This design comes from an exercise in tuning for small area and a short achievable clock period on the open sky130 flow, not from production work.
Function was checked by simulation only, so behaviour that the tests miss may differ from the original.
The clock port is modelled as an ideal driver; clocking choices that lean on that would not hold on a real chip.
No activity file was given, so power comes from the tool's default toggle rates.

**design/flow/design.v**
```verilog
package bmd_latency_pkg;
    localparam int CNT_W_DEF = 38;
    localparam int TAG_W_DEF = 6;
    localparam int SUM_W_DEF = 56;
    localparam int NUM_W_DEF = 32;
    localparam int SAT_W = 64;
    function automatic logic [SAT_W-1:0] sat_add(
        input logic [SAT_W-1:0] a,
        input logic [SAT_W-1:0] b,
        input int               w
    );
        logic [SAT_W:0] one;
        logic [SAT_W:0] lim;
        logic [SAT_W:0] s;
        one    = '0;
        one[0] = 1'b1;
        lim    = (one << w) - one;
        s      = {1'b0, a} + {1'b0, b};
        if (s > lim) begin
            s = lim;
        end
        sat_add = s[SAT_W-1:0];
    endfunction
    function automatic int bits_for(input int v);
        int n;
        n = 0;
        for (int i = 0; i < 31; i++) begin
            if ((1 << i) <= v) begin
                n = i + 1;
            end
        end
        bits_for = n;
    endfunction
    localparam int PFX_W = 38;
    function automatic logic [PFX_W:0] pfx_add(
        input logic [PFX_W-1:0] a,
        input logic [PFX_W-1:0] b,
        input logic             cin
    );
        logic [PFX_W-1:0] p;
        logic [PFX_W-1:0] g;
        logic [PFX_W-1:0] gg;
        logic [PFX_W-1:0] pp;
        logic [PFX_W-1:0] gn;
        logic [PFX_W-1:0] pn;
        p  = a ^ b;
        g  = a & b;
        g[0] = g[0] | (p[0] & cin);
        gg = g;
        pp = p;
        for (int d = 1; d < PFX_W; d = d * 2) begin
            gn = gg;
            pn = pp;
            for (int i = d; i < PFX_W; i++) begin
                gn[i] = gg[i] | (pp[i] & gg[i-d]);
                pn[i] = pp[i] & pp[i-d];
            end
            gg = gn;
            pp = pn;
        end
        pfx_add[0] = p[0] ^ cin;
        for (int i = 1; i < PFX_W; i++) begin
            pfx_add[i] = p[i] ^ gg[i-1];
        end
        pfx_add[PFX_W] = gg[PFX_W-1];
    endfunction
endpackage
module bmd_latency_sdp_ram #(
    parameter int ADDR_W = 6,
    parameter int DATA_W = 38
) (
    input  logic              clk,
    input  logic              we,
    input  logic [ADDR_W-1:0] waddr,
    input  logic [DATA_W-1:0] wdata,
    input  logic [ADDR_W-1:0] raddr,
    output logic [DATA_W-1:0] rdata
);
    localparam int DEPTH = 1 << ADDR_W;
    logic [DATA_W-1:0] mem_q [DEPTH];
    logic [DEPTH-1:0]  wsel;
    logic [DEPTH-1:0]  rsel;
    always_comb begin
        for (int i = 0; i < DEPTH; i++) begin
            wsel[i] = we & (waddr == ADDR_W'(i));
            rsel[i] = (raddr == ADDR_W'(i));
        end
    end
    always_ff @(posedge clk) begin
        for (int i = 0; i < DEPTH; i++) begin
            mem_q[i] <= (wdata & {DATA_W{wsel[i]}}) | (mem_q[i] & {DATA_W{~wsel[i]}});
        end
    end
    always_comb begin
        rdata = '0;
        for (int i = 0; i < DEPTH; i++) begin
            rdata = rdata | (mem_q[i] & {DATA_W{rsel[i]}});
        end
    end
endmodule
module bmd_latency_tracker
#(
    parameter int CNT_W         = bmd_latency_pkg::CNT_W_DEF,
    parameter int TAG_W         = bmd_latency_pkg::TAG_W_DEF,
    parameter int SUM_W         = bmd_latency_pkg::SUM_W_DEF,
    parameter int NUM_W         = bmd_latency_pkg::NUM_W_DEF,
    parameter int SAMPLE_TARGET = 300000
) (
    input  logic             clk,
    input  logic             rst,
    input  logic [CNT_W-1:0] lat_cnt,
    input  logic             stats_clr,
    input  logic             stamp_vld,
    input  logic [TAG_W-1:0] stamp_tag,
    input  logic             cpl_vld,
    input  logic [TAG_W-1:0] cpl_tag,
    output logic             lat_vld,
    output logic [CNT_W-1:0] lat_data,
    output logic [CNT_W-1:0] lat_min,
    output logic [CNT_W-1:0] lat_max,
    output logic [SUM_W-1:0] lat_sum,
    output logic [NUM_W-1:0] lat_num,
    output logic             done,
    output logic             err_dup,
    output logic             err_orphan,
    output logic [TAG_W:0]   outstanding
);
    localparam int DEPTH = 1 << TAG_W;
    localparam int NUM_E = (SAMPLE_TARGET > 0 &&
                            bmd_latency_pkg::bits_for(SAMPLE_TARGET) < NUM_W)
                           ? bmd_latency_pkg::bits_for(SAMPLE_TARGET) : NUM_W;
    logic             clr_now;
    logic [DEPTH-1:0] valid_q;
    logic [TAG_W:0]   outstanding_q;
    logic             err_dup_q, err_orphan_q;
    logic [CNT_W-1:0] cnt_r;
    logic [CNT_W-1:0] rd_q;
    logic [CNT_W-1:0] ram_rdata;
    logic             p1_vld_q;
    logic [CNT_W-1:0] diff_q;
    logic             p2_vld_q;
    logic             lat_vld_q;
    logic [CNT_W-1:0] lat_data_q;
    logic [CNT_W-1:0] lat_min_q;
    logic [CNT_W-1:0] lat_max_q;
    logic [SUM_W-1:0] lat_sum_q;
    logic [NUM_E-1:0] lat_num_q;
    logic             done_q;
    assign clr_now = rst | stats_clr;
    bmd_latency_sdp_ram #(
        .ADDR_W (TAG_W),
        .DATA_W (CNT_W)
    ) u_ram (
        .clk   (clk),
        .we    (stamp_vld & ~clr_now),
        .waddr (stamp_tag),
        .wdata (lat_cnt),
        .raddr (cpl_tag),
        .rdata (ram_rdata)
    );
    logic             vc, vs, tag_eq;
    logic [DEPTH-1:0] cdec, sdec;
    logic             cpl_hit;
    logic [TAG_W:0]   out_inc, out_dec;
    logic [TAG_W:0]   out_c00, out_c01, out_c10, out_c11, out_sel;
    always_comb begin
        logic carry, borrow;
        carry  = 1'b1;
        borrow = 1'b1;
        for (int i = 0; i <= TAG_W; i++) begin
            out_inc[i] = outstanding_q[i] ^ carry;
            out_dec[i] = outstanding_q[i] ^ borrow;
            carry      = carry & outstanding_q[i];
            borrow     = borrow & ~outstanding_q[i];
        end
    end
    always_comb begin
        logic [7:0] clo, chi, slo, shi, cg, sg;
        for (int k = 0; k < 8; k++) begin
            clo[k] = (cpl_tag[2:0] == 3'(k));
            chi[k] = (cpl_tag[5:3] == 3'(k));
            slo[k] = (stamp_tag[2:0] == 3'(k));
            shi[k] = (stamp_tag[5:3] == 3'(k));
        end
        for (int i = 0; i < DEPTH; i++) begin
            cdec[i] = clo[i % 8] & chi[i / 8];
            sdec[i] = slo[i % 8] & shi[i / 8];
        end
        for (int j = 0; j < 8; j++) begin
            cg[j] = |(valid_q[8*j +: 8] & clo);
            sg[j] = |(valid_q[8*j +: 8] & slo);
        end
        vc      = |(cg & chi);
        vs      = |(sg & shi);
        tag_eq  = (stamp_tag == cpl_tag);
        cpl_hit = cpl_vld & vc & ~clr_now;
    end
    always_comb begin
        out_c00 = stamp_vld ? out_inc : outstanding_q;
        out_c01 = outstanding_q;
        if (stamp_vld && !cpl_vld) begin
            out_c10 = out_inc;
        end else if (!stamp_vld && cpl_vld) begin
            out_c10 = out_dec;
        end else begin
            out_c10 = outstanding_q;
        end
        out_c11 = (cpl_vld && !(stamp_vld && tag_eq)) ? out_dec : outstanding_q;
        case ({vc, vs})
            2'b00:   out_sel = out_c00;
            2'b01:   out_sel = out_c01;
            2'b10:   out_sel = out_c10;
            default: out_sel = out_c11;
        endcase
    end
    always_ff @(posedge clk) begin
        if (clr_now) begin
            valid_q       <= '0;
            outstanding_q <= '0;
            err_dup_q     <= 1'b0;
            err_orphan_q  <= 1'b0;
        end else begin
            for (int i = 0; i < DEPTH; i++) begin
                if (stamp_vld && sdec[i]) begin
                    valid_q[i] <= 1'b1;
                end else if (cpl_vld && cdec[i]) begin
                    valid_q[i] <= 1'b0;
                end
            end
            outstanding_q <= out_sel;
            if (cpl_vld && !vc) begin
                err_orphan_q <= 1'b1;
            end
            if (stamp_vld && vs && !(cpl_vld && tag_eq)) begin
                err_dup_q <= 1'b1;
            end
        end
    end
    always_ff @(posedge clk) begin
        cnt_r   <= lat_cnt;
        rd_q    <= ram_rdata;
        diff_q  <= lat_diff[CNT_W-1:0];
    end
    logic [CNT_W:0] lat_diff;
    assign lat_diff = bmd_latency_pkg::pfx_add(cnt_r, ~rd_q, 1'b1);
    always_ff @(posedge clk) begin
        if (clr_now) begin
            p1_vld_q   <= 1'b0;
            p2_vld_q   <= 1'b0;
            lat_vld_q  <= 1'b0;
            lat_data_q <= '0;
        end else begin
            p1_vld_q  <= cpl_hit;
            p2_vld_q  <= p1_vld_q;
            lat_vld_q <= p2_vld_q;
            if (p2_vld_q) begin
                lat_data_q <= diff_q;
            end
        end
    end
    logic [CNT_W:0]       sum_lo;
    logic [SUM_W-CNT_W-1:0] sum_hi_inc;
    logic                 sum_sat;
    logic [SUM_W-1:0]     sum_new;
    logic                 sum_hi_ones;
    logic [SUM_W-CNT_W-1:0] sum_hi_up;
    always_comb begin
        sum_lo      = bmd_latency_pkg::pfx_add(lat_sum_q[CNT_W-1:0], lat_data_q, 1'b0);
        sum_hi_ones = &lat_sum_q[SUM_W-1:CNT_W];
        sum_hi_inc  = lat_sum_q[SUM_W-1:CNT_W] + 1'b1;
        sum_hi_up   = sum_hi_inc | {(SUM_W-CNT_W){sum_hi_ones}};
        sum_sat     = sum_lo[CNT_W] & sum_hi_ones;
        sum_new[CNT_W-1:0]     = sum_lo[CNT_W-1:0] | {CNT_W{sum_sat}};
        sum_new[SUM_W-1:CNT_W] = sum_lo[CNT_W] ? sum_hi_up : lat_sum_q[SUM_W-1:CNT_W];
    end
    logic [CNT_W:0] c_min, c_minp, c_max, c_maxp;
    logic           lt_min_r, lt_minp_r, gt_max_r, gt_maxp_r, prev_cnt_r;
    logic           lt_min, gt_max;
    always_comb begin
        c_min  = bmd_latency_pkg::pfx_add(diff_q, ~lat_min_q, 1'b1);
        c_minp = bmd_latency_pkg::pfx_add(diff_q, ~lat_data_q, 1'b1);
        c_max  = bmd_latency_pkg::pfx_add(lat_max_q, ~diff_q, 1'b1);
        c_maxp = bmd_latency_pkg::pfx_add(lat_data_q, ~diff_q, 1'b1);
    end
    always_ff @(posedge clk) begin
        lt_min_r   <= ~c_min[CNT_W];
        lt_minp_r  <= ~c_minp[CNT_W];
        gt_max_r   <= ~c_max[CNT_W];
        gt_maxp_r  <= ~c_maxp[CNT_W];
        prev_cnt_r <= lat_vld_q & ~done_q;
    end
    assign lt_min = lt_min_r & (~prev_cnt_r | lt_minp_r);
    assign gt_max = gt_max_r & (~prev_cnt_r | gt_maxp_r);
    always_ff @(posedge clk) begin
        if (clr_now) begin
            lat_min_q <= '1;
            lat_max_q <= '0;
            lat_sum_q <= '0;
            lat_num_q <= '0;
            done_q    <= 1'b0;
        end else if (lat_vld_q && !done_q) begin
            if (NUM_E == NUM_W) begin
                if (lat_num_q != '1) lat_num_q <= lat_num_q + 1'b1;
            end else begin
                lat_num_q <= lat_num_q + 1'b1;
            end
            lat_sum_q <= sum_new;
            if (lt_min) begin
                lat_min_q <= lat_data_q;
            end
            if (gt_max) begin
                lat_max_q <= lat_data_q;
            end
            done_q <= (SAMPLE_TARGET != 0) && (lat_num_q == NUM_E'(SAMPLE_TARGET - 1));
        end
    end
    assign lat_vld     = lat_vld_q;
    assign lat_data    = lat_data_q;
    assign lat_min     = lat_min_q;
    assign lat_max     = lat_max_q;
    assign lat_sum     = lat_sum_q;
    assign lat_num     = NUM_W'(lat_num_q);
    assign done        = done_q;
    assign err_dup     = err_dup_q;
    assign err_orphan  = err_orphan_q;
    assign outstanding = outstanding_q;
endmodule
```
**design/flow/flow/run.sh**
```bash
#!/bin/bash
# Standard ORFS layout, with plain buffers (not delay cells) on the ports,
# sizing free to change a cell's footprint, and no timing repair before
# placement (it would see ideal clocks and over-size the input paths).
set -euo pipefail
bash standard.sh \
  "BUFFER_PORTS_ARGS=-buffer_cell sky130_fd_sc_hd__buf_4" \
  "MATCH_CELL_FOOTPRINT=0" \
  "REMOVE_ABC_BUFFERS=1" \
  finish > orfs_make.log 2>&1
```
**design/flow/standard.sh**
```bash
#!/bin/bash
# synth_recipe.tcl (not shown) runs the flow's synth.tcl, then flattens the netlist and writes it again
# the make line also repeats each setting of config.mk as NAME=value (left out here)
make -C /OpenROAD-flow-scripts/flow DESIGN_CONFIG=/design/flow/config.mk WORK_HOME=/design/flow/orfs CLKGATE_MAP_FILE= SYNTH_SCRIPT=/design/flow/synth_recipe.tcl "${@:-finish}"
```
**design/flow/config.mk**
```make
export PLATFORM = sky130hd
export DESIGN_NAME = bmd_latency_tracker
export DESIGN_NICKNAME = bmd_latency_tracker
export VERILOG_FILES = /design/flow/design.v
export SDC_FILE = /design/flow/constraint.sdc
export NUM_CORES = 4
export LEC_CHECK = 0
export CAP_MARGIN = 20
export CORE_MARGIN = 2
export CORE_UTILIZATION = 40
export CTS_CLUSTER_DIAMETER = 100
export CTS_CLUSTER_SIZE = 25
export SETUP_SLACK_MARGIN = 2.0
export SLEW_MARGIN = 20
```
**design/flow/constraint.sdc**
```tcl
create_clock -name core_clock -period 5.0 [get_ports {clk}]
set_input_delay 1.0000 -clock core_clock [delete_from_list [all_inputs] [get_ports {clk}]]
set_output_delay 1.0000 -clock core_clock [all_outputs]
set_load 0.01 [all_outputs]
```
==> results of run 1 <==
## stage by stage
| stage | total power (uW) | instance area (um^2) | hold slack, ns | util [%] | std cells |
|---|---|---|---|---|---|
| 2_1_floorplan | 28000 | 106000 | 0.406 | - | 6348 |
| 3_3_place_gp | 29300 | 117000 | 0.414 | 43.8 | 10500 |
| 3_5_place_dp | 29400 | 118000 | 0.429 | 43.9 | 10500 |
| 4_1_cts | 42100 | 123000 | 0.443 | 45.8 | 10800 |
| 5_1_grt | 43300 | 123000 | 0.463 | 46.0 | 10800 |
| 6_report | 42300 | 123000 | 0.436 | 46.0 | 10800 |
## logic make-up after synthesis
group	Yosys count	synth area share, %
XOR/XNOR	88	0.716
other	1	0.00348
adder cells (fa/ha/maj)	238	2.78
AND/OR/NAND/NOR	996	4.60
flip-flops	2817	75.0
buffers and inverters	577	2.19
AO/OA/AOI/OAI	1926	13.9
multiplexers	81	0.887
## power by group through the flow
stage | Combinational (uW) | Clock, uW | Sequential [uW]
floorplan | 1510 | 0 | 26400
global placement | 2600 | 0 | 26700
detailed placement | 2680 | 0 | 26700
CTS | 2760 | 13200 | 26200
global route | 3110 | 14000 | 26200
finish | 2870 | 13200 | 26200
## layout by cell type, fill, tap and decap left out, types with 92 or more instances in the layout
cell type / count
inv_1: 181
a22oi_1: 92
a221oi_1: 555
buf_12: 136
o21ai_0: 152
edfxtp_1: 2432
clkbuf_16: 139
a22o_1: 575
nand2_1: 271
nand4_1: 188
a21oi_1: 236
nor2_4: 130
ha_1: 226
nor2_1: 137
dfxtp_1: 347
buf_4: 512
## cells in the mapped netlist (all sizes together) (7+ instances only)
master  count
o21a       13
or3        11
a31oi      17
mux2       12
nand2     279
mux4       10
ha        236
xor2       41
a21o       88
and3       21
dfxtp     385
o21ai     163
edfxtp   2432
a22o      576
o21bai      7
o211ai     48
and2       14
nor2b      23
nor2      270
inv       189
a21boi      7
nor3b      10
a311oi     10
nor3       27
nand2b     25
clkbuf    228
nand3b      7
nand3      51
buf       160
a21oi     258
xnor2      47
a22oi      92
or4        37
a221oi    582
nand4     188
a211oi     12
mux2i      59
and4        9
## final timing paths
check	slack, ns	depth (start not counted)	endpoint	startpoint
worst max register to register	1.93	13	lat_sum_q[1]$_SDFFE_PP0P_	lat_data_q[0]$_SDFFE_PP0P_
worst max-delay path	1.84	6	flop	stamp_tag[2]
worst min-delay path	0.44	1	p2_vld_q$_SDFF_PP0_	p1_vld_q$_SDFF_PP0_
worst min register to register	0.44	1	p2_vld_q$_SDFF_PP0_	p1_vld_q$_SDFF_PP0_
## repair_timing
action,CTS,global route
pin swaps,21,35
resized for setup,136,77
buffers inserted,21,37
endpoints found under the setup margin,121,123
gates cloned,2,1
## worst register-to-register path: cells and delay by family (launching register included)
kind	cells	cell delay [ns]
AO/OA/AOI/OAI	6	1.32
AND/OR/NAND/NOR	3	0.61
adder cells (fa/ha/maj)	2	0.47
flip-flops	1	0.39
buffers and inverters	2	0.19
## layout make-up
class / instances / area, um^2 / area share, %
Antenna cell: 21 / 52.6 / 0.0426
Clock buffer: 216 / 3730 / 3.03
Clock inverter: 29 / 507 / 0.411
Inverter: 189 / 717 / 0.581
Multi-Input combinational cell: 3342 / 26300 / 21.3
Sequential cell: 2817 / 80800 / 65.5
Tap cell: 3552 / 4440 / 3.60
Timing Repair Buffer: 660 / 6750 / 5.47
## routing by layer
layer  GRT usage, %  share of wire (%)  up-vias
met4           18.0                6.9       32
met2           48.0                 42     7254
met5          0.780               0.10        -
met3           12.2                 17     1647
met1           41.1                 34    37800
li1               -                  -    28100
==> impl_results.md, run 1 <==
- GRT overflow: 0
- FP Rows: 190
- Drt initial violations: between 10000 and 15000
- First-pass GRT wire length: 601000 um
- PD cells: ~340 nW/um^2
- Die Wd: 523 um
- Critical path's slowest cell: nor2_4
- Post-layout net count: between 7000 and 8000
- I/O pin count: 268
- Vias post-DR: 74800
- # fillers: 22800
- Max-slew violation count: 0
- Dpl ws: 0.371 ns
- Max_cap viols: 0
- Number of flops mapped to enable cells by yosys: ~2400
- Crit-path cells: buf_4 > inv_1 > nor2_1 > nand2_1 > nor2_4 > buf_4
- Leakage: 0.0405 uW
- Clock-pin slew on the worst setup and hold paths: 0.09 ns
- Synth warn: 3
- Drt total wl: between 400000 and 500000 um
- Hold Vio Cnt, Final: 0
- Register area share after synthesis: 75.0%
- Die H: 523 um
- Post-synth top area cell: edfxtp_1
- 1st-pass router iterations: 6
- Sw Pwr: 10100 uW
- Clock tree buffer depth: 3
- Crit end category: flop
- Setup violations, final: 0
- Vias in the first global route: 67300
- # hold bufs at CTS: 0
- Mean post-synth cell area: 16.0 um^2
- Layout cell share with drive strength beyond 1: 16.0%
- Worst vdd ir: 0.323 mV
- CP max stage delay: 0.93 ns
- WL/cell: 42.3 um
- CP Data Required Time: approximately 5.6 ns
- Internal power: 32200 uW
- Post-route clock period utilization: 63.1%
- Synthesis-stage register bit count: around 2800
- Worst Hold Class: flop to flop
- # DRC: 0
- Top FF cell, synth: edfxtp_1
- Root buffer cell: clkbuf_16
- CTS tree: done
- CP most frequent cell: buf_4
- Clock power share: 31.3%
- Distinct cells, synth: 85
- Worst Setup Slack, final: 1.84 ns
- CP Launch Type: input pin
- Die area: 273000 um^2
- GRT Total Usage: 32.5%
- RD Place Congestion: 0.905
- Net Sw Frac: between 20% and 30%
- Setup Skew: 0.0619 ns
- Initial antenna violation count: 27
- Synthesized netlist cell count: 6724
- Area contributors post-synth: edfxtp_1 (68%), dfxtp_1 (7.2%), a221oi_1 (4.7%)
- Vias per inst: 6.91
- RSZ-0062 raised after global routing: yes
- Area Overhead vs Synth: 14.5%
- Core Region: 268000 um^2
- Combinational Power Share: ~7%
- Worst-path maximum fanout: 28
- Largest net degree at the start of global routing: about 80
- Min cycle time layout: 3.16 ns
- IO buf count: 254
- Worst path arrival time: approximately 3.7 ns
- Actual slew at the worst max-slew pin: 1.33 ns
- Critical path type: input pin to flop
- Number of H-tree branching levels: 4
- Asr flop ratio synth: 0%
- Clock latency on the worst-skew pair: 0.90 ns
- Antenna viol nets, final: 0
- Worst path buffer plus inverter count: 3
- Synthesized area: 108000 um^2
- Dpl hpwl: 261000 um
- TNS Setup: 0 ns
- Top-area cell type share of the netlist area: around 68%
- Relative max-transition margin: 11.0%
- Initial Utilization: 40.2%
- Number of buffers created by CTS: 136
- Max Clock Freq: between 300 and 400 MHz
- Status: no timing/DRC/antenna violations
- Sequential power share: 61.9%
- Top Family by Delay on Critical Path: simple AND/OR/NAND/NOR gates
- CTS sink cnt: 2817
==> inputs of run 2 (changes only) <==
--- a/design/flow/design.v
+++ b/design/flow/design.v
@@ -137,7 +137,10 @@
     logic [CNT_W-1:0] rd_q;
     logic [CNT_W-1:0] ram_rdata;
     logic             p1_vld_q;
-    logic [CNT_W-1:0] diff_q;
+    localparam int LO_W = CNT_W / 2;
+    logic [LO_W-1:0]       dlo_q;
+    logic [CNT_W-LO_W-1:0] dhi_q;
+    logic                  dbor_q;
     logic             p2_vld_q;
     logic             lat_vld_q;
     logic [CNT_W-1:0] lat_data_q;
@@ -239,10 +242,9 @@
     always_ff @(posedge clk) begin
         cnt_r   <= lat_cnt;
         rd_q    <= ram_rdata;
-        diff_q  <= lat_diff[CNT_W-1:0];
+        {dbor_q, dlo_q} <= {1'b0, cnt_r[LO_W-1:0]} - {1'b0, rd_q[LO_W-1:0]};
+        dhi_q           <= cnt_r[CNT_W-1:LO_W] - rd_q[CNT_W-1:LO_W];
     end
-    logic [CNT_W:0] lat_diff;
-    assign lat_diff = bmd_latency_pkg::pfx_add(cnt_r, ~rd_q, 1'b1);
     always_ff @(posedge clk) begin
         if (clr_now) begin
             p1_vld_q   <= 1'b0;
@@ -254,7 +256,7 @@
             p2_vld_q  <= p1_vld_q;
             lat_vld_q <= p2_vld_q;
             if (p2_vld_q) begin
-                lat_data_q <= diff_q;
+                lat_data_q <= {dhi_q - (CNT_W-LO_W)'(dbor_q), dlo_q};
             end
         end
     end
@@ -273,25 +275,15 @@
         sum_new[CNT_W-1:0]     = sum_lo[CNT_W-1:0] | {CNT_W{sum_sat}};
         sum_new[SUM_W-1:CNT_W] = sum_lo[CNT_W] ? sum_hi_up : lat_sum_q[SUM_W-1:CNT_W];
     end
-    logic [CNT_W:0] c_min, c_minp, c_max, c_maxp;
-    logic           lt_min_r, lt_minp_r, gt_max_r, gt_maxp_r, prev_cnt_r;
+    logic [CNT_W:0] min_cmp, max_cmp;
     logic           lt_min, gt_max;
     always_comb begin
-        c_min  = bmd_latency_pkg::pfx_add(diff_q, ~lat_min_q, 1'b1);
-        c_minp = bmd_latency_pkg::pfx_add(diff_q, ~lat_data_q, 1'b1);
-        c_max  = bmd_latency_pkg::pfx_add(lat_max_q, ~diff_q, 1'b1);
-        c_maxp = bmd_latency_pkg::pfx_add(lat_data_q, ~diff_q, 1'b1);
+        min_cmp = bmd_latency_pkg::pfx_add(lat_data_q, ~lat_min_q, 1'b1);
+        max_cmp = bmd_latency_pkg::pfx_add(lat_max_q, ~lat_data_q, 1'b1);
+        lt_min  = ~min_cmp[CNT_W];
+        gt_max  = ~max_cmp[CNT_W];
     end
     always_ff @(posedge clk) begin
-        lt_min_r   <= ~c_min[CNT_W];
-        lt_minp_r  <= ~c_minp[CNT_W];
-        gt_max_r   <= ~c_max[CNT_W];
-        gt_maxp_r  <= ~c_maxp[CNT_W];
-        prev_cnt_r <= lat_vld_q & ~done_q;
-    end
-    assign lt_min = lt_min_r & (~prev_cnt_r | lt_minp_r);
-    assign gt_max = gt_max_r & (~prev_cnt_r | gt_maxp_r);
-    always_ff @(posedge clk) begin
         if (clr_now) begin
             lat_min_q <= '1;
             lat_max_q <= '0;
==> run 2 against run 1 <==
Compared with the run above:
- still clean
- critical path depth rose by 4
- count of clock-buffer cells in the layout is 2 higher
- via count down 2.5%
- sequential share of layout area is 1.1 points higher
- synthesized area fell by 1.7%
- combinational power is about 20% lower
- sequential power hardly changed
- die area is 1.7% lower
- maximum frequency barely moved
- clock skew is 0.015 ns lower
==> impl_results.md, run 2 <==
- Status: no timing/DRC/antenna violations
- Core Region: 263000 um^2 (-1.9%)
- # DRC: 0 (unchanged)
- Synthesis-stage register bit count: 2813 (-0.14%)
- Number of buffers created by CTS: 133 (-2.2%)
- Worst vdd ir: 0.340 mV (+5.1%)
- Vias in the first global route: 65300 (-2.9%)
- Mean post-synth cell area: 16.3 um^2 (+1.5%)
- Clock latency on the worst-skew pair: 0.86 ns (-0.04 ns)
- CTS tree: done
- Vias post-DR: 72900 (-2.5%)
- Initial antenna violation count: 29 (+7.4%)
- Dpl hpwl: 249000 um (-4.4%)
- Register area share after synthesis: 76.2% (+1.2 points)
- Antenna viol nets, final: 0 (unchanged)
- GRT overflow: 0 (unchanged)
- Top FF cell, synth: edfxtp_1
- PD cells: 338 nW/um^2 (-1.4%)
- Hold Vio Cnt, Final: 0 (unchanged)
- Layout cell share with drive strength beyond 1: 16.4% (+0.41 points)
- Synthesized netlist cell count: 6511 (-3.2%)
- Clock-pin slew on the worst setup and hold paths: 0.10 ns (about the same)
- WL/cell: 42.2 um (about the same)
- Hold slack: 0.435 ns (-0.000489 ns)
- Post-synth top cells: edfxtp_1 (2432), a221oi_1 (600), a22o_1 (595)
- Initial Utilization: 40.3% (+0.088 points)
- RD Place Congestion: 0.920 (+1.6%)
- Vias per inst: 6.89 (-0.28%)
- Worst Hold Class: flop to flop
- Post-route clock period utilization: 63.1% (about the same)
- Synthesized area: 106000 um^2 (-1.7%)
- Worst-path maximum fanout: 3 (-89%)
- Setup Skew: 0.0474 ns (-0.0146 ns)
- Final core occ: 46.2% (+0.11 points)
- Die Wd: 518 um (-0.86%)
- Drt total wl: 447000 um (-2.2%)
- Largest net degree at the start of global routing: 81 (unchanged)
- Min cycle time layout: 3.16 ns (-0.00114 ns)
- First-pass GRT wire length: 585000 um (-2.7%)
- Clock tree buffer depth: 3 (unchanged)
- Relative max-transition margin: 15.9% (+4.9 points)
- Post-synth top area cell: edfxtp_1
- Leakage: 0.0393 uW (-3.1%)
- # hold bufs at CTS: 0 (unchanged)
- 1st-pass router iterations: 6 (unchanged)
- Max-slew violation count: 0 (unchanged)
- # fillers: 22500 (-1.3%)
- Worst path arrival time: 3.78 ns (+0.06 ns)
- Top-count cell post-synth: edfxtp_1
- Area Overhead vs Synth: 14.6% (about the same)
- Distinct cells, synth: 71 (-16%)
- CP Launch Type: flop
- Root buffer cell: clkbuf_16
- Post-layout net count: 7170 (-3.6%)
- Setup violations, final: 0 (unchanged)
- Crit end category: flop
- CP Data Required Time: 5.62 ns (+0.06 ns)
- Die H: 518 um (-0.86%)
- Synth warn: 3 (unchanged)
- GRT Total Usage: 31.9% (-0.52 points)
- RSZ-0062 raised after global routing: yes
- Area contributors post-synth: edfxtp_1 (69%), dfxtp_1 (7.2%), a221oi_1 (5.0%)
- Critical path type: flop to flop
- TNS Setup: 0 ns (unchanged)
- Max_cap viols: 0 (unchanged)
- Number of H-tree branching levels: 4 (unchanged)
- Die area: 269000 um^2 (-1.7%)
- Drt initial violations: 14400 (-0.43%)
- IO buf count: 254 (unchanged)
- Most common cell after layout, fill and taps aside: edfxtp_1
- Actual slew at the worst max-slew pin: 1.25 ns (-0.0788 ns)
- Max Clock Freq: 317 MHz (about the same)
- Most frequent cells in the layout: edfxtp_1 (2432), a22o_1 (595), a221oi_1 (577)
- Asr flop ratio synth: 0% (unchanged)
- Number of flops mapped to enable cells by yosys: 2432 (unchanged)
- FP Rows: 188 (-1.1%)
- I/O pin count: 268 (unchanged)
- Top-area cell type share of the netlist area: 69.0% (+1.2 points)
- CTS sink cnt: 2813 (-0.14%)
[run 2: cell types whose count changed after synthesis, sizes merged, moves of 19 or more]
cell | previous run | this run
a21o | 88 | 32
a22o | 576 | 595
nand3 | 51 | 87
clkbuf | 228 | 290
o21ai | 163 | 203
ha | 236 | 164
mux2i | 59 | 28
a21oi | 258 | 191
buf | 160 | 98
inv | 189 | 154
a22oi | 92 | 56
nand2 | 279 | 224
[run 2: final timing paths]
| check | end | slack (ns) | start | depth (start not counted) |
|---|---|---|---|---|
| max | dhi_q[13]$_DFF_P_ | 1.84 | rd_q[21]$_DFF_P_ | 10 |
| min | p2_vld_q$_SDFF_PP0_ | 0.44 | p1_vld_q$_SDFF_PP0_ | 1 |
| max reg2reg | dhi_q[13]$_DFF_P_ | 1.84 | rd_q[21]$_DFF_P_ | 10 |
| min reg2reg | p2_vld_q$_SDFF_PP0_ | 0.44 | p1_vld_q$_SDFF_PP0_ | 1 |
[run 2: final cells by class]
| cell class | instances | area [um^2] | area share, % |
|---|---|---|---|
| Antenna cell | 20 | 50.0 | 0.0413 |
| Inverter | 155 | 589 | 0.486 |
| Tap cell | 3515 | 4400 | 3.63 |
| Clock buffer | 218 | 3730 | 3.08 |
| Sequential cell | 2813 | 80700 | 66.6 |
| Timing Repair Buffer | 678 | 6690 | 5.51 |
| Clock inverter | 21 | 225 | 0.186 |
| Multi-Input combinational cell | 3167 | 24900 | 20.5 |
[run 2: per-stage QoR]
| step | instance area [um^2] | power [uW] | std cells | worst slack, ns |
|---|---|---|---|---|
| final | 121000 | 41000 | 10600 | 1.84 |
| after global routing | 121000 | 41800 | 10600 | 1.83 |
| after CTS | 120000 | 40700 | 10500 | 1.83 |
| after detailed placement | 115000 | 28400 | 10200 | 0.553 |
| after global placement | 115000 | 28400 | 10200 | 0.585 |
| after floorplan | 104000 | 27200 | 6135 | -4.44 |
[run 2: layer usage]
layer | vias up | part of all wire, % | track usage [%]
met5 | - | 0.12 | 0.320
met4 | 36 | 6.7 | 16.7
met3 | 1531 | 16 | 10.8
met2 | 7017 | 43 | 47.7
met1 | 36900 | 34 | 41.1
li1 | 27400 | - | -
[run 2: cell families (layout without fill, tap and decap cells)]
logic type / after synthesis / count (layout) / share of synthesized area (%)
other: 1 / 33 / 0.00354
AND/OR/NAND/NOR: 979 / 979 / 4.56
XOR/XNOR: 102 / 102 / 0.844
AO/OA/AOI/OAI: 1847 / 1847 / 13.6
buffers and inverters: 543 / 1072 / 2.01
multiplexers: 59 / 59 / 0.754
flip-flops: 2813 / 2813 / 76.2
adder cells (fa/ha/maj): 167 / 167 / 2.00
[run 2: power breakdown]
part           internal [uW]  switching, uW
Clock                   5270           7520
Sequential             25700            214
Combinational            655           1630
[run 2: critical path: stages, from the launching register on]
cell	delay, ns
dfxtp_1	0.43
inv_2	0.11
ha_4	0.32
o21ai_2	0.07
a21oi_2	0.17
o41ai_2	0.07
buf_4	0.15
o311a_4	0.36
a21oi_2	0.15
a21oi_1	0.09
xnor2_1	0.97
[run 2: what timing repair did]
action,CTS,global route
endpoints found under the hold margin,0,0
buffers inserted,55,25
setup endpoints to repair,251,181
gates cloned,1,7
pin swaps,31,35
resized for setup,110,124
==> inputs of run 3 (changes only) <==
--- a/design/flow/flow/run.sh
+++ b/design/flow/flow/run.sh
@@ -4,7 +4,7 @@
 # placement (it would see ideal clocks and over-size the input paths).
 set -euo pipefail
 bash standard.sh \
-  "BUFFER_PORTS_ARGS=-buffer_cell sky130_fd_sc_hd__buf_4" \
+  "BUFFER_PORTS_ARGS=-buffer_cell sky130_fd_sc_hd__buf_2" \
   "MATCH_CELL_FOOTPRINT=0" \
   "REMOVE_ABC_BUFFERS=1" \
   finish > orfs_make.log 2>&1
--- a/design/flow/config.mk
+++ b/design/flow/config.mk
@@ -10,5 +10,5 @@
 export CORE_UTILIZATION = 40
 export CTS_CLUSTER_DIAMETER = 100
 export CTS_CLUSTER_SIZE = 25
-export SETUP_SLACK_MARGIN = 2.0
+export SETUP_SLACK_MARGIN = 2.3
 export SLEW_MARGIN = 20
==> run 3 against run 2 <==
Compared with the run above:
- sequential power barely moved
- critical path depth rose by 3
- die area did not move
- utilization rose by 0.91 points
- power rose by 1.2%
- setup slack got worse by 0.013 ns
- maximum frequency fell by 0.42%
- synthesized area did not move
- register-to-register slack barely moved
==> impl_results.md, run 3 <==
- Status: no timing/DRC/antenna violations
- Placed cell area: 115000 um^2 (-0.13%)
- CTS tree: done
- Max_cap viols: 0 (unchanged)
- Mean post-synth cell area: 16.3 um^2 (unchanged)
- GRT overflow: 0 (unchanged)
- Area Overhead vs Synth: 16.8%
- Top FF cell, synth: edfxtp_1
- I/O pin count: 268 (unchanged)
- Post-synth top cells: edfxtp_1 (2432), a221oi_1 (600), a22o_1 (595)
- TNS Setup: 0 ns (unchanged)
- Worst path arrival time: 3.87 ns (+0.09 ns)
- Die Wd: 518 um (unchanged)
- GRT Total Usage: 32.5% (+0.58 points)
- First-pass GRT wire length: 594000 um (+1.6%)
- Post-route clock period utilization: 63.4% (+0.27 points)
- PD cells: 336 nW/um^2 (-0.73%)
- IO buf count: 254 (unchanged)
- Largest net degree at the start of global routing: 101 (+25%)
- Dpl ws: 0.707 ns (+0.154 ns)
- Synth warn: 3 (unchanged)
- Crit end category: flop
- CP Data Required Time: 5.70 ns (+0.08 ns)
- Worst Hold Class: flop to flop
- Initial antenna violation count: 41 (+41%)
- Synthesized area: 106000 um^2 (unchanged)
- Critical path type: flop to flop
- Worst Setup Slack, final: 1.83 ns (-0.0134 ns)
- Area contributors post-synth: edfxtp_1 (69%), dfxtp_1 (7.2%), a221oi_1 (5.0%)
- Drt total wl: 457000 um (+2.2%)
- Relative max-transition margin: 21.5% (+5.6 points)
- Vias post-DR: 74200 (+1.7%)
- Synthesized netlist cell count: 6511 (unchanged)
- # DRC: 0 (unchanged)
- Max Clock Freq: 316 MHz (-0.42%)
- Most common cell after layout, fill and taps aside: edfxtp_1
- Clock tree buffer depth: 3 (unchanged)
- Die H: 518 um (unchanged)
- Antenna viol nets, final: 0 (unchanged)
- Root buffer cell: clkbuf_16
- Dpl hpwl: 249000 um (about the same)
- Setup violations, final: 0 (unchanged)
- Register area share after synthesis: 76.2% (unchanged)
- Hold slack: 0.435 ns (-0.000335 ns)
- FP Rows: 188 (unchanged)
- Top-count cell post-synth: edfxtp_1
- RD Place Congestion: 0.926 (+0.67%)
- Clock-pin slew on the worst setup and hold paths: 0.11 ns (about the same)
- Post-layout net count: 7323 (+2.1%)
- Register area: 80800 um^2 (about the same)
- CTS sink cnt: 2813 (unchanged)
- Layout cell share with drive strength beyond 1: 20.0% (+3.6 points)
- Min cycle time layout: 3.17 ns (+0.0134 ns)
- Asr flop ratio synth: 0% (unchanged)
- # hold bufs at CTS: 0 (unchanged)
- # fillers: 22200 (-1.2%)
- Top-area cell type share of the netlist area: 69.0% (unchanged)
- Leakage: 0.0404 uW (+2.9%)
- Drt initial violations: 15000 (+4.5%)
- Number of flops mapped to enable cells by yosys: 2432 (unchanged)
- Finished Cell Area: 124000 um^2 (+2.0%)
- RSZ-0062 raised after global routing: yes
- Most frequent cells in the layout: edfxtp_1 (2432), a22o_1 (594), a221oi_1 (532)
- Core Region: 263000 um^2 (unchanged)
- Number of H-tree branching levels: 4 (unchanged)
- Hold Vio Cnt, Final: 0 (unchanged)
- CP Launch Type: flop
- Area of the multi-input gates: 25600 um^2 (+2.9%)
- 1st-pass router iterations: 6 (unchanged)
- Worst-path maximum fanout: 4 (+1)
- Post-synth top area cell: edfxtp_1
- WL/cell: 42.5 um (+0.56%)
- Max-slew violation count: 0 (unchanged)
- Number of buffers created by CTS: 135 (+1.5%)
- Distinct cells, synth: 71 (unchanged)
- Worst vdd ir: 0.268 mV (-21%)
- Setup Skew: 0.0533 ns (+0.00598 ns)
- Actual slew at the worst max-slew pin: 1.18 ns (-0.0755 ns)
- Die area: 269000 um^2 (unchanged)
- Initial Utilization: 40.3% (unchanged)
- Vias in the first global route: 66000 (+1.0%)
- Synthesis-stage register bit count: 2813 (unchanged)
- Clock latency on the worst-skew pair: 0.89 ns (+0.03 ns)
- Final core occ: 47.1% (+0.91 points)
- Vias per inst: 6.90 (+0.14%)
## run 3: cell counts after synthesis
No cell type changed its count.
## run 3: path summary, 6_finish.rpt
check | cells after the start | end | slack, ns | startpoint
hold reg to reg | 1 | p2_vld_q$_SDFF_PP0_ | 0.44 | p1_vld_q$_SDFF_PP0_
hold / removal | 1 | p2_vld_q$_SDFF_PP0_ | 0.44 | p1_vld_q$_SDFF_PP0_
setup reg to reg | 13 | dhi_q[18]$_DFF_P_ | 1.83 | rd_q[20]$_DFF_P_
setup / recovery | 13 | dhi_q[18]$_DFF_P_ | 1.83 | rd_q[20]$_DFF_P_
## run 3: report_power, final
part | internal [uW] | switching, uW | total [uW]
sequential | 25700 | 229 | 25900
clock | 5410 | 7700 | 13100
combinational | 776 | 1680 | 2460
## run 3: worst max-delay path, cell delays in order (launching register included)
cell and delay, ns:
dfxtp_4 0.39, buf_4 0.14, fa_2 0.37, nor2b_2 0.13, o21ai_2 0.07, a21oi_2 0.20, o41ai_2 0.08, buf_4 0.16
o2111a_2 0.29, o31ai_4 0.28, o21ai_1 0.11, nand2b_1 0.22, a21oi_4 0.12, xnor2_4 0.41
## run 3: cells by family (layout without fill, tap and decap cells)
kind of cell | count (synthesis) | in the layout | synth area share [%]
mux | 59 | 59 | 0.754
fa+ha+maj | 167 | 167 | 2.00
buf+inv | 543 | 1223 | 2.01
compound gates | 1847 | 1848 | 13.6
xor+xnor | 102 | 102 | 0.844
other cells | 1 | 49 | 0.00354
flops | 2813 | 2813 | 76.2
simple gates | 979 | 979 | 4.56
## run 3: stage by stage
stage | total power [uW] | cells
floorplan | 27200 | 6135
CTS | 41100 | 10600
detailed placement | 28400 | 10300
finish | 41500 | 10800
global route | 42300 | 10700
global placement | 28400 | 10300
## run 3: per-layer routing
layer | track usage (%) | part of all wire, %
met5 | 0 | 0.052
met2 | 47.5 | 42
met3 | 12.0 | 17
met4 | 18.1 | 7.0
met1 | 41.8 | 34
## run 3: final cells by class
class / count / area share [%]
multi-input cells: 3168 / 20.7
clock buffers: 213 / 3.02
diodes: 36 / 0.0728
well taps: 3515 / 3.56
flip-flops and latches: 2813 / 65.3
inverters: 155 / 0.480
clock inverters: 27 / 0.326
repair buffers: 828 / 6.56
## run 3: what timing repair did
action / CTS / global route
pin swaps: 94 / 84
setup buffers: 125 / 70
hold endpoints to repair: 0 / 0
resized for setup: 283 / 167
gates cloned: 15 / 5
setup endpoints to repair: 822 / 350
==> inputs of run 4 (changes only) <==
--- a/design/flow/design.v
+++ b/design/flow/design.v
@@ -31,73 +31,48 @@
         end
         bits_for = n;
     endfunction
-    localparam int PFX_W = 38;
-    function automatic logic [PFX_W:0] pfx_add(
-        input logic [PFX_W-1:0] a,
-        input logic [PFX_W-1:0] b,
-        input logic             cin
-    );
-        logic [PFX_W-1:0] p;
-        logic [PFX_W-1:0] g;
-        logic [PFX_W-1:0] gg;
-        logic [PFX_W-1:0] pp;
-        logic [PFX_W-1:0] gn;
-        logic [PFX_W-1:0] pn;
-        p  = a ^ b;
-        g  = a & b;
-        g[0] = g[0] | (p[0] & cin);
-        gg = g;
-        pp = p;
-        for (int d = 1; d < PFX_W; d = d * 2) begin
-            gn = gg;
-            pn = pp;
-            for (int i = d; i < PFX_W; i++) begin
-                gn[i] = gg[i] | (pp[i] & gg[i-d]);
-                pn[i] = pp[i] & pp[i-d];
-            end
-            gg = gn;
-            pp = pn;
-        end
-        pfx_add[0] = p[0] ^ cin;
-        for (int i = 1; i < PFX_W; i++) begin
-            pfx_add[i] = p[i] ^ gg[i-1];
-        end
-        pfx_add[PFX_W] = gg[PFX_W-1];
-    endfunction
 endpackage
-module bmd_latency_sdp_ram #(
-    parameter int ADDR_W = 6,
-    parameter int DATA_W = 38
+module bmd_latency_satadd #(
+    parameter int W  = 56,
+    parameter int BW = 38
 ) (
-    input  logic              clk,
-    input  logic              we,
-    input  logic [ADDR_W-1:0] waddr,
-    input  logic [DATA_W-1:0] wdata,
-    input  logic [ADDR_W-1:0] raddr,
-    output logic [DATA_W-1:0] rdata
+    input  logic [W-1:0]  a,
+    input  logic [BW-1:0] b,
+    output logic [W-1:0]  s
 );
-    localparam int DEPTH = 1 << ADDR_W;
-    logic [DATA_W-1:0] mem_q [DEPTH];
-    logic [DEPTH-1:0]  wsel;
-    logic [DEPTH-1:0]  rsel;
-    always_comb begin
-        for (int i = 0; i < DEPTH; i++) begin
-            wsel[i] = we & (waddr == ADDR_W'(i));
-            rsel[i] = (raddr == ADDR_W'(i));
-        end
-    end
-    always_ff @(posedge clk) begin
-        for (int i = 0; i < DEPTH; i++) begin
-            mem_q[i] <= (wdata & {DATA_W{wsel[i]}}) | (mem_q[i] & {DATA_W{~wsel[i]}});
-        end
-    end
-    always_comb begin
-        rdata = '0;
-        for (int i = 0; i < DEPTH; i++) begin
-            rdata = rdata | (mem_q[i] & {DATA_W{rsel[i]}});
-        end
+    logic [BW:0]     lo;
+    logic [W-BW-1:0] hi_inc;
+    logic [W-BW-1:0] hi_up;
+    logic            hi_ones;
+    logic            sat;
+    always_comb begin
+        lo      = {1'b0, a[BW-1:0]} + {1'b0, b};
+        hi_ones = &a[W-1:BW];
+        hi_inc  = a[W-1:BW] + 1'b1;
+        hi_up   = hi_inc | {(W-BW){hi_ones}};
+        sat     = lo[BW] & hi_ones;
+        s[BW-1:0] = lo[BW-1:0] | {BW{sat}};
+        s[W-1:BW] = lo[BW] ? hi_up : a[W-1:BW];
     end
 endmodule
+module bmd_latency_sub #(
+    parameter int W = 19
+) (
+    input  logic [W-1:0] a,
+    input  logic [W-1:0] b,
+    output logic [W:0]   s
+);
+    assign s = {1'b0, a} - {1'b0, b};
+endmodule
+module bmd_latency_lt #(
+    parameter int W = 38
+) (
+    input  logic [W-1:0] a,
+    input  logic [W-1:0] b,
+    output logic         lt
+);
+    assign lt = a < b;
+endmodule
 module bmd_latency_tracker
 #(
     parameter int CNT_W         = bmd_latency_pkg::CNT_W_DEF,
@@ -150,17 +125,26 @@
     logic [NUM_E-1:0] lat_num_q;
     logic             done_q;
     assign clr_now = rst | stats_clr;
-    bmd_latency_sdp_ram #(
-        .ADDR_W (TAG_W),
-        .DATA_W (CNT_W)
-    ) u_ram (
-        .clk   (clk),
-        .we    (stamp_vld & ~clr_now),
-        .waddr (stamp_tag),
-        .wdata (lat_cnt),
-        .raddr (cpl_tag),
-        .rdata (ram_rdata)
-    );
+    logic [CNT_W-1:0] mem_q [DEPTH];
+    logic [DEPTH-1:0] wsel;
+    logic [DEPTH-1:0] rsel;
+    logic             ram_we;
+    assign ram_we = stamp_vld & ~clr_now;
+    always_comb begin
+        for (int i = 0; i < DEPTH; i++) begin
+            wsel[i] = ram_we & (stamp_tag == TAG_W'(i));
+            rsel[i] = (cpl_tag == TAG_W'(i));
+        end
+        ram_rdata = '0;
+        for (int i = 0; i < DEPTH; i++) begin
+            ram_rdata = ram_rdata | (mem_q[i] & {CNT_W{rsel[i]}});
+        end
+    end
+    always_ff @(posedge clk) begin
+        for (int i = 0; i < DEPTH; i++) begin
+            mem_q[i] <= (lat_cnt & {CNT_W{wsel[i]}}) | (mem_q[i] & {CNT_W{~wsel[i]}});
+        end
+    end
     logic             vc, vs, tag_eq;
     logic [DEPTH-1:0] cdec, sdec;
     logic             cpl_hit;
@@ -239,11 +223,23 @@
             end
         end
     end
+    logic [LO_W:0]       d_lo;
+    logic [CNT_W-LO_W:0] d_hi;
+    bmd_latency_sub #(.W(LO_W)) u_sub_lo (
+        .a (cnt_r[LO_W-1:0]),
+        .b (rd_q[LO_W-1:0]),
+        .s (d_lo)
+    );
+    bmd_latency_sub #(.W(CNT_W-LO_W)) u_sub_hi (
+        .a (cnt_r[CNT_W-1:LO_W]),
+        .b (rd_q[CNT_W-1:LO_W]),
+        .s (d_hi)
+    );
     always_ff @(posedge clk) begin
         cnt_r   <= lat_cnt;
         rd_q    <= ram_rdata;
-        {dbor_q, dlo_q} <= {1'b0, cnt_r[LO_W-1:0]} - {1'b0, rd_q[LO_W-1:0]};
-        dhi_q           <= cnt_r[CNT_W-1:LO_W] - rd_q[CNT_W-1:LO_W];
+        {dbor_q, dlo_q} <= d_lo;
+        dhi_q           <= d_hi[CNT_W-LO_W-1:0];
     end
     always_ff @(posedge clk) begin
         if (clr_now) begin
@@ -260,29 +256,23 @@
             end
         end
     end
-    logic [CNT_W:0]       sum_lo;
-    logic [SUM_W-CNT_W-1:0] sum_hi_inc;
-    logic                 sum_sat;
-    logic [SUM_W-1:0]     sum_new;
-    logic                 sum_hi_ones;
-    logic [SUM_W-CNT_W-1:0] sum_hi_up;
-    always_comb begin
-        sum_lo      = bmd_latency_pkg::pfx_add(lat_sum_q[CNT_W-1:0], lat_data_q, 1'b0);
-        sum_hi_ones = &lat_sum_q[SUM_W-1:CNT_W];
-        sum_hi_inc  = lat_sum_q[SUM_W-1:CNT_W] + 1'b1;
-        sum_hi_up   = sum_hi_inc | {(SUM_W-CNT_W){sum_hi_ones}};
-        sum_sat     = sum_lo[CNT_W] & sum_hi_ones;
-        sum_new[CNT_W-1:0]     = sum_lo[CNT_W-1:0] | {CNT_W{sum_sat}};
-        sum_new[SUM_W-1:CNT_W] = sum_lo[CNT_W] ? sum_hi_up : lat_sum_q[SUM_W-1:CNT_W];
-    end
-    logic [CNT_W:0] min_cmp, max_cmp;
-    logic           lt_min, gt_max;
-    always_comb begin
-        min_cmp = bmd_latency_pkg::pfx_add(lat_data_q, ~lat_min_q, 1'b1);
-        max_cmp = bmd_latency_pkg::pfx_add(lat_max_q, ~lat_data_q, 1'b1);
-        lt_min  = ~min_cmp[CNT_W];
-        gt_max  = ~max_cmp[CNT_W];
-    end
+    logic [SUM_W-1:0] sum_new;
+    bmd_latency_satadd #(.W(SUM_W), .BW(CNT_W)) u_sum (
+        .a (lat_sum_q),
+        .b (lat_data_q),
+        .s (sum_new)
+    );
+    logic lt_min, gt_max;
+    bmd_latency_lt #(.W(CNT_W)) u_lt_min (
+        .a  (lat_data_q),
+        .b  (lat_min_q),
+        .lt (lt_min)
+    );
+    bmd_latency_lt #(.W(CNT_W)) u_gt_max (
+        .a  (lat_max_q),
+        .b  (lat_data_q),
+        .lt (gt_max)
+    );
     always_ff @(posedge clk) begin
         if (clr_now) begin
             lat_min_q <= '1;
--- a/design/flow/config.mk
+++ b/design/flow/config.mk
@@ -12,3 +12,4 @@
 export CTS_CLUSTER_SIZE = 25
 export SETUP_SLACK_MARGIN = 2.3
 export SLEW_MARGIN = 20
+export SYNTH_HIERARCHICAL = 1
==> run 4 against run 3 <==
Compared with the run above:
- still clean
- routed wire length rose by 1.1%
- die area rose by 1.5%
- utilization fell by 0.45 points
- register-to-register slack improved by 0.23 ns
- setup slack improved by 0.23 ns
- design area rose by 0.90%
- cell count rose by 3.0%
- critical path depth did not move
- critical endpoint is now lat_sum_q[50]$_SDFFE_PP0P_
- largest cell class unchanged
- largest power group unchanged
- highest routed layer unchanged
==> impl_results.md, run 4 <==
- Status: no timing/DRC/antenna violations
- WL met1: 158000 um (+2.4%)
- Antenna viol nets, final: 0 (unchanged)
- Initial antenna violation count: 33 (-20%)
- Most frequent cells in the layout: edfxtp_1 (2432), a22o_1 (585), a221oi_1 (533)
- CP Launch Type: flop
- Power consumption: 41500 uW (about the same)
- Die H: 522 um (+0.75%)
- Initial Utilization: 40.1% (-0.14 points)
- Net Sw Frac: 23.4% (+0.25 points)
- Clock tree buffer depth: 3 (unchanged)
- Synthesized netlist cell count: 6885 (+5.7%)
- Die area: 273000 um^2 (+1.5%)
- Leakage: 0.0407 uW (+0.78%)
- Worst path buffer plus inverter count: 2 (unchanged)
- Worst Hold Class: flop to flop
- # fillers: 23100 (+3.7%)
- Drt total wl: 462000 um (+1.1%)
- RD Place Congestion: 0.930 (+0.33%)
- Vias post-DR: 76400 (+3.0%)
- Clock latency on the worst-skew pair: 0.90 ns (about the same)
- Placed cell area: 116000 um^2 (+1.0%)
- Post-route clock period utilization: 58.7% (-4.6 points)
- Top Family by Delay on Critical Path: compound AO/OA/AOI/OAI gates
- Die Wd: 522 um (+0.75%)
- Critical path's slowest cell: dfxtp_4
- Internal power: 31800 uW (-0.26%)
- FP Rows: 190 (+1.1%)
- Critical path type: flop to flop
- Vias in the first global route: 68300 (+3.5%)
- Number of buffers created by CTS: 135 (unchanged)
- CP max stage delay: 0.38 ns (-0.03 ns)
- IO buf count: 254 (unchanged)
- Worst path arrival time: 3.66 ns (-0.21 ns)
- Setup violations, final: 0 (unchanged)
- GRT overflow: 0 (unchanged)
- Mean post-synth cell area: 15.6 um^2 (-4.0%)
- Max-slew violation count: 0 (unchanged)
- Layout cell share with drive strength beyond 1: 19.2% (-0.80 points)
- Max Clock Freq: 341 MHz (+7.9%)
- WL/cell: 41.7 um (-1.9%)
- # DRC: 0 (unchanged)
- Area Overhead vs Synth: 16.1%
- Max layer used: met5
- Clock power share: 31.8% (+0.2 points)
- Clock-pin slew on the worst setup and hold paths: 0.11 ns (about the same)
- Cells after DPL: 10600 (+3.5%)
- Synthesized area: 107000 um^2 (+1.5%)
- Dpl hpwl: 252000 um (+1.4%)
- GRT Total Usage: 32.7% (+0.22 points)
- Drt initial violations: 14800 (-1.8%)
- Vias per inst: 6.90 (about the same)
- CP Data Required Time: 5.72 ns (+0.02 ns)
- Largest net degree at the start of global routing: 136 (+35%)
- Relative max-transition margin: 23.0% (+1.5 points)
- Worst-path maximum fanout: 6 (+2)
- Sequential power share: 62.5% (about the same)
- Crit end category: flop
- Max_cap viols: 0 (unchanged)
- I/O pin count: 268 (unchanged)
- Hold Vio Cnt, Final: 0 (unchanged)
- Min cycle time layout: 2.94 ns (-0.232 ns)
- First-pass GRT wire length: 606000 um (+1.9%)
- Combinational Power Share: 5.8% (about the same)
- 1st-pass router iterations: 8 (+2)
- Root buffer cell: clkbuf_16
- Metal3 WL: 75100 um (-2.3%)
- CTS sink cnt: 2813 (unchanged)
- Final core occ: 46.6% (-0.45 points)
- Number of H-tree branching levels: 4 (unchanged)
- Crit-path cells: ha_1 > a21o_1 > or3_4 > o211a_4 > a211o_4 > a21oi_4 > buf_12 > o21ai_4 > buf_6 > nand3_4 > mux2_4 > nand2_2 > a21oi_2
- Setup Skew: 0.0568 ns (+0.00348 ns)
- Core Region: 268000 um^2 (+1.9%)
- Met2 wire length: 195000 um (+1.1%)
- Worst vdd ir: 0.429 mV (+60%)
- Synth warn: 9 (+6)
- Most common cell after layout, fill and taps aside: edfxtp_1
- # hold bufs at CTS: 0 (unchanged)
- Actual slew at the worst max-slew pin: 1.16 ns (-0.0222 ns)
- RSZ-0062 raised after global routing: yes
- Non-filler instance count after layout: 11100 (+3.0%)
- Finished Cell Area: 125000 um^2 (+0.90%)
- CTS tree: done
- Post-layout net count: 7609 (+3.9%)
- Sw Pwr: 9720 uW (+1.2%)
- PD cells: 333 nW/um^2 (-0.82%)
==> run 4: layer usage <==
| layer | global-route usage (%) | up-vias |
|---|---|---|
| met5 | 0 | - |
| met4 | 17.7 | 30 |
| met3 | 11.4 | 1750 |
| met2 | 48.0 | 7171 |
| met1 | 42.5 | 38700 |
| li1 | - | 28700 |
==> run 4: final cells by class <==
cell class / instances / area (um^2) / share of cell area [%]
antenna: 38 / 95.1 / 0.0762
clock buffer: 211 / 3740 / 2.99
clock inverter: 24 / 479 / 0.384
inverter: 147 / 556 / 0.445
multi-input combinational: 3529 / 27300 / 21.9
sequential: 2813 / 80700 / 64.7
tap: 3552 / 4440 / 3.56
timing repair buffer: 760 / 7420 / 5.95
==> run 4: final timing paths <==
kind	startpoint	end	slack (ns)	cells past startpoint
max	lat_data_q[4]$_SDFFE_PP0P_	lat_sum_q[50]$_SDFFE_PP0P_	2.06	13
min	p1_vld_q$_SDFF_PP0_	p2_vld_q$_SDFF_PP0_	0.44	1
max reg2reg	lat_data_q[4]$_SDFFE_PP0P_	lat_sum_q[50]$_SDFFE_PP0P_	2.06	13
min reg2reg	p1_vld_q$_SDFF_PP0_	p2_vld_q$_SDFF_PP0_	0.44	1
==> run 4: per-stage QoR <==
| stage | TNS (ns) | setup WS, ns | hold WS [ns] |
|---|---|---|---|
| 2_1_floorplan | -1194.44 | -0.521 | 0.406 |
| 3_3_place_gp | 0 | 0.447 | 0.412 |
| 3_5_place_dp | 0 | 0.389 | 0.413 |
| 4_1_cts | 0 | 2.02 | 0.439 |
| 5_1_grt | 0 | 1.99 | 0.473 |
| 6_report | 0 | 2.06 | 0.436 |
==> run 4: power groups by stage <==
stage	clock (uW)	combinational (uW)	sequential [uW]
after floorplan	0	988	26400
after global placement	0	2060	26500
after detailed placement	0	2100	26500
after CTS	13100	2200	25900
after global routing	13900	2470	26000
final	13200	2400	25900
==> run 4: what timing repair did <==
| action | 4_1_cts | 5_1_grt |
|---|---|---|
| cloned | 10 | 6 |
| pin swaps | 100 | 51 |
| resized for setup | 325 | 176 |
| endpoints found under the setup margin | 1199 | 289 |
| setup buffers | 122 | 36 |
==> run 4: worst reg2reg max path, cell delays in order, from the launching register on <==
cell and delay, ns:
dfxtp_4 0.38, ha_1 0.21, a21o_1 0.20, or3_4 0.34, o211a_4 0.27, a211o_4 0.36
a21oi_4 0.14, buf_12 0.15, o21ai_4 0.11, buf_6 0.18, nand3_4 0.05, mux2_4 0.30
nand2_2 0.06, a21oi_2 0.05
==> inputs of run 5 (changes only) <==
--- a/design/flow/flow/run.sh
+++ b/design/flow/flow/run.sh
@@ -4,7 +4,7 @@
 # placement (it would see ideal clocks and over-size the input paths).
 set -euo pipefail
 bash standard.sh \
-  "BUFFER_PORTS_ARGS=-buffer_cell sky130_fd_sc_hd__buf_2" \
+  "BUFFER_PORTS_ARGS=-buffer_cell sky130_fd_sc_hd__buf_4" \
   "MATCH_CELL_FOOTPRINT=0" \
   "REMOVE_ABC_BUFFERS=1" \
   finish > orfs_make.log 2>&1
--- a/design/flow/config.mk
+++ b/design/flow/config.mk
@@ -7,7 +7,7 @@
 export LEC_CHECK = 0
 export CAP_MARGIN = 20
 export CORE_MARGIN = 2
-export CORE_UTILIZATION = 40
+export CORE_UTILIZATION = 50
 export CTS_CLUSTER_DIAMETER = 100
 export CTS_CLUSTER_SIZE = 25
 export SETUP_SLACK_MARGIN = 2.3
==> run 5 against run 4 <==
Compared with the run above:
- critical path depth unchanged
- die area decreased by 20%
- via count decreased by 0.21%
- synthesized cell count unchanged
- design area decreased by 0.78%
- clock power decreased by 3%
- routed wire length increased by 0.33%
- critical endpoint is now lat_sum_q[42]$_SDFFE_PP0P_
- highest routed layer unchanged
==> impl_results.md, run 5 <==
- PD cells: 332 nW/um^2 (-0.38%)
- I/O pin count: 268 (unchanged)
- Vias in the first global route: 67300 (-1.4%)
- Sequential power share: 63.2% (+0.7 points)
- Register area: 80700 um^2 (about the same)
- Die area: 219000 um^2 (-20%)
- Non-filler instance count after layout: 10300 (-6.8%)
- Clock latency on the worst-skew pair: 0.87 ns (-0.03 ns)
- GRT met1 Usage: 54.0% (+12 points)
- Busiest grt layer: met2
- Hold Vio Cnt, Final: 0 (unchanged)
- IO buf count: 254 (unchanged)
- Most common cell after layout, fill and taps aside: edfxtp_1
- Relative max-transition margin: 28.2% (+5.3 points)
- Worst Hold Class: flop to flop
- Clock power share: 31.1% (-0.7 points)
- Drt initial violations: 14500 (-1.5%)
- Layout cell share with drive strength beyond 1: 18.2% (-1.0 points)
- Min cycle time layout: 3.07 ns (+0.136 ns)
- Drt total wl: 463000 um (+0.33%)
- Clock tree buffer depth: 3 (unchanged)
- Setup violations, final: 0 (unchanged)
- Core Region: 214000 um^2 (-20%)
- Mean post-synth cell area: 15.6 um^2 (unchanged)
- TNS Setup: 0 ns (unchanged)
- Post-route clock period utilization: 61.4% (+2.7 points)
- Leakage: 0.0405 uW (-0.51%)
- Worst-path maximum fanout: 5 (-1)
- Net Sw Frac: 22.7% (-0.70 points)
- Synth warn: 9 (unchanged)
- Die H: 468 um (-10%)
- Post-layout net count: 7565 (-0.58%)
- Internal power: 31700 uW (-0.26%)
- Antenna viol nets, final: 0 (unchanged)
- Initial antenna violation count: 23 (-30%)
- Combinational Power Share: 5.7% (about the same)
- Initial Utilization: 50.2% (+10 points)
- CTS tree: done
- GRT Total Usage: 41.3% (+8.6 points)
- Hold slack: 0.448 ns (+0.0118 ns)
- FP Rows: 170 (-11%)
- Vias post-DR: 76300 (-0.21%)
- Cells after DPL: 9892 (-6.9%)
- Synthesized area: 107000 um^2 (unchanged)
- Number of buffers created by CTS: 132 (-2.2%)
- # hold bufs at CTS: 0 (unchanged)
- Critical path type: flop to flop
- Worst vdd ir: 0.436 mV (+1.5%)
- First-pass GRT wire length: 605000 um (-0.13%)
- Most frequent cells in the layout: edfxtp_1 (2432), a22o_1 (588), a221oi_1 (541)
- Max-slew violation count: 0 (unchanged)
- Area of the multi-input gates: 27100 um^2 (-0.87%)
- GR met3 Demand/Resource: 13.6% (+2.2 points)
- Vias per inst: 7.39 (+7.1%)
- Synthesized netlist cell count: 6885 (unchanged)
- Actual slew at the worst max-slew pin: 1.07 ns (-0.0830 ns)
- RD Place Congestion: 0.940 (+1.1%)
- 1st-pass router iterations: 8 (unchanged)
- Largest net degree at the start of global routing: 128 (-5.9%)
- GRT overflow: 0 (unchanged)
- Die Wd: 468 um (-10%)
- CTS sink cnt: 2813 (unchanged)
- Status: no timing/DRC/antenna violations
- Clock-pin slew on the worst setup and hold paths: 0.10 ns (about the same)
- RSZ-0062 raised after global routing: yes
- Dpl hpwl: 243000 um (-3.7%)
- Met2 Use GR: 60.9% (+13 points)
- Sw Pwr: 9320 uW (-4.1%)
- # fillers: 16200 (-30%)
- Crit end category: flop
- Max Clock Freq: 326 MHz (-4.4%)
- WL/cell: 44.9 um (+7.7%)
- Max_cap viols: 0 (unchanged)
- Worst path arrival time: 3.78 ns (+0.12 ns)
- Root buffer cell: clkbuf_16
- CP Data Required Time: 5.71 ns (about the same)
- Number of H-tree branching levels: 4 (unchanged)
- Setup Skew: 0.0388 ns (-0.0181 ns)
- CP Launch Type: flop
- # DRC: 0 (unchanged)
- Area Overhead vs Synth: 15.2%
run 5: final cells by class:
cell class | count | area share, %
Tap cell | 2838 | 2.87
Sequential cell | 2813 | 65.2
Multi-Input combinational cell | 3526 | 21.9
Timing Repair Buffer | 722 | 6.39
Clock inverter | 10 | 0.0859
Clock buffer | 226 | 3.08
Antenna cell | 34 | 0.0687
Inverter | 147 | 0.448
run 5: routing by layer:
layer	routed length, um	vias up
met5	276	-
met4	34500	18
met3	77400	1691
met2	197000	7426
met1	154000	38500
li1	-	28700
run 5: what timing repair did:
item,CTS,global route
hold endpoints to repair,0,0
endpoints found under the setup margin,758,417
gates cloned,12,8
buffers inserted,84,50
gates resized for setup,265,206
pin swaps,83,71
run 5: worst paths after layout:
kind | start | to | slack, ns | cells after the start
min | p1_vld_q$_SDFF_PP0_ | p2_vld_q$_SDFF_PP0_ | 0.45 | 1
max reg2reg | lat_data_q[5]$_SDFFE_PP0P_ | lat_sum_q[42]$_SDFFE_PP0P_ | 1.93 | 13
max | lat_data_q[5]$_SDFFE_PP0P_ | lat_sum_q[42]$_SDFFE_PP0P_ | 1.93 | 13
min reg2reg | p1_vld_q$_SDFF_PP0_ | p2_vld_q$_SDFF_PP0_ | 0.45 | 1
run 5: power by group through the flow:
| stage | Clock (uW) | Sequential [uW] | Combinational (uW) |
|---|---|---|---|
| finish | 12800 | 25900 | 2320 |
| global route | 13500 | 26000 | 2420 |
| CTS | 12700 | 25900 | 2140 |
| detailed placement | 0 | 26500 | 2050 |
| global placement | 0 | 26500 | 2020 |
| floorplan | 0 | 26400 | 988 |
run 5: worst max-delay path, cell delays in order (launching register included):
cell	delay (ns)
dfxtp_4	0.37
ha_4	0.23
a21o_1	0.17
or3_4	0.35
o211a_4	0.27
a211o_1	0.36
a21oi_4	0.27
o21ai_4	0.15
buf_4	0.18
buf_6	0.11
nand3_2	0.06
mux2_4	0.30
nand2_1	0.06
a21oi_1	0.06
run 5: through the flow:
stage	setup slack (ns)	cell area (um^2)	utilization [%]	total power, uW
floorplan	-0.521	106000	-	27300
global placement	0.635	116000	54.2	28500
detailed placement	0.595	116000	54.2	28500
CTS	1.94	122000	57.0	40800
global route	1.87	124000	57.8	41800
finish	1.93	124000	57.8	41000

re-timing with driven ports:
The results above use ideal ports. As a check the final layouts listed here were re-extracted and re-timed, cells and wires unchanged.
Step 1, drivers: a clkbuf_16 drives clk and a buf_2 each remaining input, both assumed.
Step 2 also shifts input and output timing later by t, the mid clock arrival at the registers, as if the neighbouring blocks saw the same clock.
Slacks: ideal ports / drivers / drivers and shift; pairs: ideal ports / drivers.
run | t (ns) | setup slack, ns | worst setup path after step 2 | latest minus earliest clock arrival (ns)
run 1 | 0.960 | 1.844 / 1.917 / 0.957 | input to register | 0.083 / 0.083
run 2 | 0.933 | 1.845 / 1.845 / 0.927 | input to register | 0.065 / 0.065
run 3 | 0.963 | 1.831 / 1.831 / 1.237 | input to register | 0.073 / 0.074
run 4 | 0.972 | 2.064 / 2.064 / 1.203 | input to register | 0.071 / 0.071
run 5 | 0.944 | 1.928 / 1.928 / 1.235 | input to register | 0.048 / 0.048
After both steps every run listed still meets setup and hold. The setup slack of run 2, which loses most, moves by 0.000 ns with the drivers and by -0.918 ns with both steps.
